Background: an optimization exercise with open tools, aiming at small area, a short achievable clock period and few clock cycles per item. Do not read the settings as production practice. Only simulation tests tie the RTL to the original design; equivalence was not proved. Power figures rest on the tool's default switching activity, not on a simulated workload.

==> flow/design.v <==
package muldiv_pkg;
    localparam int XLEN_DEFAULT = 32;
    typedef enum logic [2:0] {
        OP_MUL    = 3'b000,
        OP_MULH   = 3'b001,
        OP_MULHSU = 3'b010,
        OP_MULHU  = 3'b011,
        OP_DIV    = 3'b100,
        OP_DIVU   = 3'b101,
        OP_REM    = 3'b110,
        OP_REMU   = 3'b111
    } op_e;
    function automatic logic is_div(input logic [2:0] op);
        is_div = op[2];
    endfunction
    function automatic logic is_rem(input logic [2:0] op);
        is_rem = op[2] & op[1];
    endfunction
    function automatic logic is_signed_a(input logic [2:0] op);
        is_signed_a = (op == 3'b000) || (op == 3'b001) || (op == 3'b010) ||
                      (op == 3'b100) || (op == 3'b110);
    endfunction
    function automatic logic is_signed_b(input logic [2:0] op);
        is_signed_b = (op == 3'b000) || (op == 3'b001) || (op == 3'b100) || (op == 3'b110);
    endfunction
endpackage
module muldiv_clz (
    input  logic [31:0] v,
    output logic [5:0]  clz
);
    logic [15:0] a1;  logic [15:0] z1;         
    logic [7:0]  a2;  logic [1:0]  z2 [8];     
    logic [3:0]  a3;  logic [2:0]  z3 [4];     
    logic [1:0]  a4;  logic [3:0]  z4 [2];     
    logic [4:0]  z5;
    always_comb begin
        for (int i = 0; i < 16; i++) begin
            a1[i] = v[2*i+1] | v[2*i];
            z1[i] = ~v[2*i+1];
        end
        for (int i = 0; i < 8; i++) begin
            a2[i] = a1[2*i+1] | a1[2*i];
            z2[i] = a1[2*i+1] ? {1'b0, z1[2*i+1]} : {1'b1, z1[2*i]};
        end
        for (int i = 0; i < 4; i++) begin
            a3[i] = a2[2*i+1] | a2[2*i];
            z3[i] = a2[2*i+1] ? {1'b0, z2[2*i+1]} : {1'b1, z2[2*i]};
        end
        for (int i = 0; i < 2; i++) begin
            a4[i] = a3[2*i+1] | a3[2*i];
            z4[i] = a3[2*i+1] ? {1'b0, z3[2*i+1]} : {1'b1, z3[2*i]};
        end
        z5  = a4[1] ? {1'b0, z4[1]} : {1'b1, z4[0]};
        clz = (a4[1] | a4[0]) ? {1'b0, z5} : 6'd32;
    end
endmodule
module muldiv_seq #(
    parameter int XLEN        = muldiv_pkg::XLEN_DEFAULT,
    parameter int MUL_LATENCY = 1
) (
    input  logic            clk,
    input  logic            rst,
    input  logic            start,
    input  logic [2:0]      op,
    input  logic [XLEN-1:0] rs1,
    input  logic [XLEN-1:0] rs2,
    input  logic            flush,
    output logic            ready,
    output logic            busy,
    output logic            done,
    output logic [XLEN-1:0] result
);
    logic        busy_q, done_q;
    logic        st_setup, st_mull, st_mulh, st_div, st_fin, st_fix;
    logic [2:0]  op_q;
    logic [4:0]  cnt;
    logic        negres, fix2;
    logic [33:0] X;
    logic [31:0] Y;
    logic        yfill, yprev;
    logic [32:0] Z;
    logic        op_rem, op_div, op_mull;
    assign op_rem  = muldiv_pkg::is_rem(op_q);
    assign op_div  = muldiv_pkg::is_div(op_q);
    assign op_mull = (op_q == 3'b000);
    logic       sa_in, sb_in;
    logic [5:0] ls_a_in, ls_b_in, ls_a, ls_b, m_a, m_b;
    assign sa_in = muldiv_pkg::is_signed_a(op) & rs1[XLEN-1];
    assign sb_in = muldiv_pkg::is_signed_b(op) & rs2[XLEN-1];
    muldiv_clz u_clz_a (.v({rs1[XLEN-2:0] ^ {(XLEN-1){rs1[XLEN-1]}}, 1'b1}), .clz(ls_a_in));
    muldiv_clz u_clz_b (.v({rs2[XLEN-2:0] ^ {(XLEN-1){rs2[XLEN-1]}}, 1'b1}), .clz(ls_b_in));
    assign m_a = (Z[31] & ~Z[32]) ? 6'd0 : ls_a + 6'd1;
    assign m_b = (Y[31] & ~yfill) ? 6'd0 : ls_b + 6'd1;
    logic       swap, b_zero, k_neg;
    logic [6:0] k;
    assign swap   = (m_a > m_b);
    assign b_zero = (ls_b == 6'd31) & ~Y[31];    
    assign k      = {1'b0, m_b[5] ? 6'd31 : m_b} + {6'd0, Z[32]} - {1'b0, m_a};
    assign k_neg  = k[6];
    logic [32:0] shifted;
    logic [4:0]  shamt;
    assign shamt   = op_div ? k[4:0] : 5'd0;
    assign shifted = {yfill, Y} << shamt;
    logic s_swap, s_mull, s_mulh;
    assign s_swap = st_setup & ~op_div & swap;
    assign s_mull = st_mull | (st_setup & op_mull & ~swap);
    assign s_mulh = st_mulh | (st_setup & ~op_div & ~op_mull & ~swap);
    logic c_one, c_two, c_inv, c_y;
    logic [2:0] bsrc;
    logic nb_neg, nb_one, nb_two;
    logic in_neg, in_one, in_two;
    assign bsrc   = s_swap ? {Z[1:0], 1'b0} : Y[3:1];
    assign nb_neg = bsrc[2] & ~(bsrc[1] & bsrc[0]);
    assign nb_one = bsrc[1] ^ bsrc[0];
    assign nb_two = (bsrc[2] & ~bsrc[1] & ~bsrc[0]) | (~bsrc[2] & bsrc[1] & bsrc[0]);
    assign in_neg = rs2[1];
    assign in_one = rs2[0];
    assign in_two = rs2[1] & ~rs2[0];
    logic mul_rest_zero;    
    logic mull_last;        
    logic mulh_skip;        
    assign mul_rest_zero = (Y == {32{yfill}}) & (yprev == yfill);
    assign mull_last     = (Y[31:1] == {31{yfill}});
    assign mulh_skip     = mul_rest_zero & (cnt[4:2] != 3'd0);
    logic [33:0] zx, opb, sum;
    assign zx  = {Z[32], Z};
    assign opb = ({34{c_one}} & zx) | ({34{c_two}} & {Z, 1'b0}) | ({34{c_y}} & {2'b00, Y});
    assign sum = X + (opb ^ {34{c_inv}}) + {33'd0, c_inv};
    logic        q;
    logic [33:0] r_next;
    logic [31:0] q_next;
    assign q      = ~sum[33];
    assign r_next = q ? sum : X;
    assign q_next = {Y[30:0], q};
    always_ff @(posedge clk) begin
        if (rst | flush) begin
            busy_q   <= 1'b0;
            done_q   <= 1'b0;
            st_setup <= 1'b0;
            st_mull  <= 1'b0;
            st_mulh  <= 1'b0;
            st_div   <= 1'b0;
            st_fin   <= 1'b0;
            st_fix   <= 1'b0;
        end else begin
            done_q   <= 1'b0;
            st_setup <= 1'b0;
            st_mull  <= 1'b0;
            st_mulh  <= 1'b0;
            st_div   <= 1'b0;
            st_fin   <= 1'b0;
            st_fix   <= 1'b0;
            if (!busy_q) begin
                if (start) begin
                    busy_q   <= 1'b1;
                    st_setup <= 1'b1;
                end
            end else if (st_setup & op_div) begin
                if (b_zero | k_neg) begin
                    busy_q <= 1'b0;
                    done_q <= 1'b1;
                end else begin
                    st_div <= 1'b1;
                end
            end else if (s_swap) begin
                st_mull <= op_mull;
                st_mulh <= ~op_mull;
            end else if (s_mull) begin
                if (mull_last) begin
                    busy_q <= 1'b0;
                    done_q <= 1'b1;
                end else begin
                    st_mull <= 1'b1;
                end
            end else if (s_mulh) begin
                if (mulh_skip ? (cnt == 5'd4) : (cnt == 5'd1)) st_fin <= 1'b1;
                else st_mulh <= 1'b1;
            end else if (st_div) begin
                if (cnt == 5'd0) begin
                    if (op_rem | negres) st_fix <= 1'b1;
                    else begin
                        busy_q <= 1'b0;
                        done_q <= 1'b1;
                    end
                end else begin
                    st_div <= 1'b1;
                end
            end else if (st_fix & op_rem & negres & ~fix2) begin
                st_fix <= 1'b1;
            end else begin   
                busy_q <= 1'b0;
                done_q <= 1'b1;
            end
        end
    end
    always_ff @(posedge clk) begin
        if (!busy_q) begin
            c_one <= op[2] | in_one;
            c_two <= ~op[2] & in_two;
            c_inv <= op[2] ? sa_in : in_neg;
            c_y   <= 1'b0;
            ls_a  <= ls_a_in;
            ls_b  <= ls_b_in;
            op_q  <= op;
            cnt   <= 5'd16;
            yprev <= 1'b0;
            X     <= 34'd0;
            Y     <= rs2;
            yfill <= sb_in;
            Z     <= {sa_in, rs1};
        end else if (st_setup & op_div) begin
            cnt    <= k[4:0];
            fix2   <= 1'b0;
            negres <= op_rem ? Z[32] : (Z[32] ^ yfill);
            c_inv  <= ~yfill;
            if (b_zero | k_neg) begin
                Y <= op_rem ? Z[31:0] : {32{b_zero}};
            end else begin
                X <= sum;
                Y <= 32'd0;
                Z <= shifted;
            end
        end else if (s_swap) begin
            c_one <= nb_one;
            c_two <= nb_two;
            c_inv <= nb_neg;
            Y     <= Z[31:0];
            yfill <= Z[32];
            Z     <= shifted;
        end else if (s_mull) begin
            c_one <= nb_one;
            c_two <= nb_two;
            c_inv <= nb_neg;
            X     <= sum;
            Z     <= {Z[30:0], 2'b00};
            yprev <= Y[1];
            if (mull_last) Y <= sum[31:0];
            else           Y <= {yfill, yfill, Y[31:2]};
        end else if (s_mulh) begin
            if (mulh_skip) begin
                X   <= {{8{X[33]}}, X[33:8]};
                cnt <= cnt - 5'd4;
            end else begin
                c_one <= nb_one;
                c_two <= nb_two;
                c_inv <= nb_neg;
                X     <= {{2{sum[33]}}, sum[33:2]};
                Y     <= {yfill, yfill, Y[31:2]};
                yprev <= Y[1];
                cnt   <= cnt - 5'd1;
            end
        end else if (st_div) begin
            X   <= r_next;
            Y   <= q_next;
            Z   <= {Z[32], Z[32:1]};
            cnt <= cnt - 5'd1;
            if (cnt == 5'd0) begin
                c_one <= 1'b0;
                c_y   <= ~op_rem;
                c_inv <= ~op_rem;
                if (!op_rem) X <= 34'd0;
            end
        end else if (st_fix) begin
            Y     <= sum[31:0];
            X     <= 34'd0;
            fix2  <= 1'b1;
            c_y   <= 1'b1;
            c_inv <= 1'b1;
        end else begin   
            Y <= sum[31:0];
        end
    end
    assign busy   = busy_q;
    assign ready  = ~busy_q;
    assign done   = done_q;
    assign result = Y;
endmodule
export LEC_CHECK = 0
export CAP_MARGIN = 20
export CORE_MARGIN = 2
export CORE_UTILIZATION = 40
export SLEW_MARGIN = 20
create_clock -name core_clock -period 12.0 [get_ports {clk}]
standard.sh (not shown) runs the stock make flow with config.mk's settings and CLKGATE_MAP_FILE= SYNTH_SCRIPT=/design/flow/synth_recipe.tcl, a recipe that flattens the netlist after the stock synthesis.
==> flow/flow/run.sh <==
#!/bin/bash
set -euo pipefail
bash standard.sh SETUP_SLACK_MARGIN=7.5 finish > flow_standard.log 2>&1
Testbench counts at the start, summed over its fixed seeds: cycles 40,027, ops 4,000.
Rerun with:
--- a/flow/design.v
+++ b/flow/design.v
@@ -83,19 +83,17 @@
     assign op_rem  = muldiv_pkg::is_rem(op_q);
     assign op_div  = muldiv_pkg::is_div(op_q);
     assign op_mull = (op_q == 3'b000);
     logic       sa_in, sb_in;
-    logic [5:0] ls_a_in, ls_b_in, ls_a, ls_b, m_a, m_b;
+    logic [5:0] m_a_in, m_b_in, m_a, m_b;
     assign sa_in = muldiv_pkg::is_signed_a(op) & rs1[XLEN-1];
     assign sb_in = muldiv_pkg::is_signed_b(op) & rs2[XLEN-1];
-    muldiv_clz u_clz_a (.v({rs1[XLEN-2:0] ^ {(XLEN-1){rs1[XLEN-1]}}, 1'b1}), .clz(ls_a_in));
-    muldiv_clz u_clz_b (.v({rs2[XLEN-2:0] ^ {(XLEN-1){rs2[XLEN-1]}}, 1'b1}), .clz(ls_b_in));
-    assign m_a = (Z[31] & ~Z[32]) ? 6'd0 : ls_a + 6'd1;
-    assign m_b = (Y[31] & ~yfill) ? 6'd0 : ls_b + 6'd1;
+    muldiv_clz u_clz_a (.v(rs1 ^ {32{sa_in}}), .clz(m_a_in));
+    muldiv_clz u_clz_b (.v(rs2 ^ {32{sb_in}}), .clz(m_b_in));
     logic       swap, b_zero, k_neg;
     logic [6:0] k;
     assign swap   = (m_a > m_b);
-    assign b_zero = (ls_b == 6'd31) & ~Y[31];    
+    assign b_zero = (Y == 32'd0);
     assign k      = {1'b0, m_b[5] ? 6'd31 : m_b} + {6'd0, Z[32]} - {1'b0, m_a};
     assign k_neg  = k[6];
     logic [32:0] shifted;
     logic [4:0]  shamt;
@@ -198,10 +196,10 @@
             c_one <= op[2] | in_one;
             c_two <= ~op[2] & in_two;
             c_inv <= op[2] ? sa_in : in_neg;
             c_y   <= 1'b0;
-            ls_a  <= ls_a_in;
-            ls_b  <= ls_b_in;
+            m_a   <= m_a_in;
+            m_b   <= m_b_in;
             op_q  <= op;
             cnt   <= 5'd16;
             yprev <= 1'b0;
             X     <= 34'd0;
The changed run ran to the end with no violations.
Synthesized cell count falls by 1.6%.
Via count falls by about 2.6%.
Utilization falls by 1.3 points.
Final area falls by 0.78%.
Setup slack gets worse by 41 ps.
Worst hold slack gets better by 11 ps.
Register-to-register slack gets worse by 40 ps.
Clock power falls by about 5%.
Wire length falls by about 1.7%.
Flip-flop and latch count rises by 2.
Non-clock buffer count falls by 22.
Testbench counts after the change, summed over its fixed seeds: cycles 40,027, ops 4,000.

## what the ideal ports hide
The flow's constraints put no driver on any port. The routed layouts listed below were extracted and timed again, unchanged, in two steps.
Step 1 assumes that a clkbuf_16 drives the clock port and a buf_2 every other input.
Step 2 adds t to the input delays and takes it off the output delays; t is the mean of the earliest and latest rising clock arrival at the registers after step 1. Input paths then give back, and output paths get back, about the clock's delay inside the block.
a / b / c = ideal ports / drivers / drivers and shift; a / b = the first two.
| run | t (ns) | slack for setup (ns) | worst setup path at the end | worst register clock-pin slew, ns | pins driven straight from the clock port |
|---|---|---|---|---|---|
| the first run | 0.499 | 7.576 / 7.577 / 7.103 | input to register | 0.07 / 0.07 | 1 |
| the second run | 0.495 | 7.535 / 7.535 / 7.073 | input to register | 0.07 / 0.07 | 1 |
After both steps setup and hold are still met in every run listed. The setup slack of the first run, which loses most, moves by +0.001 ns with the drivers and by -0.473 ns with both steps.
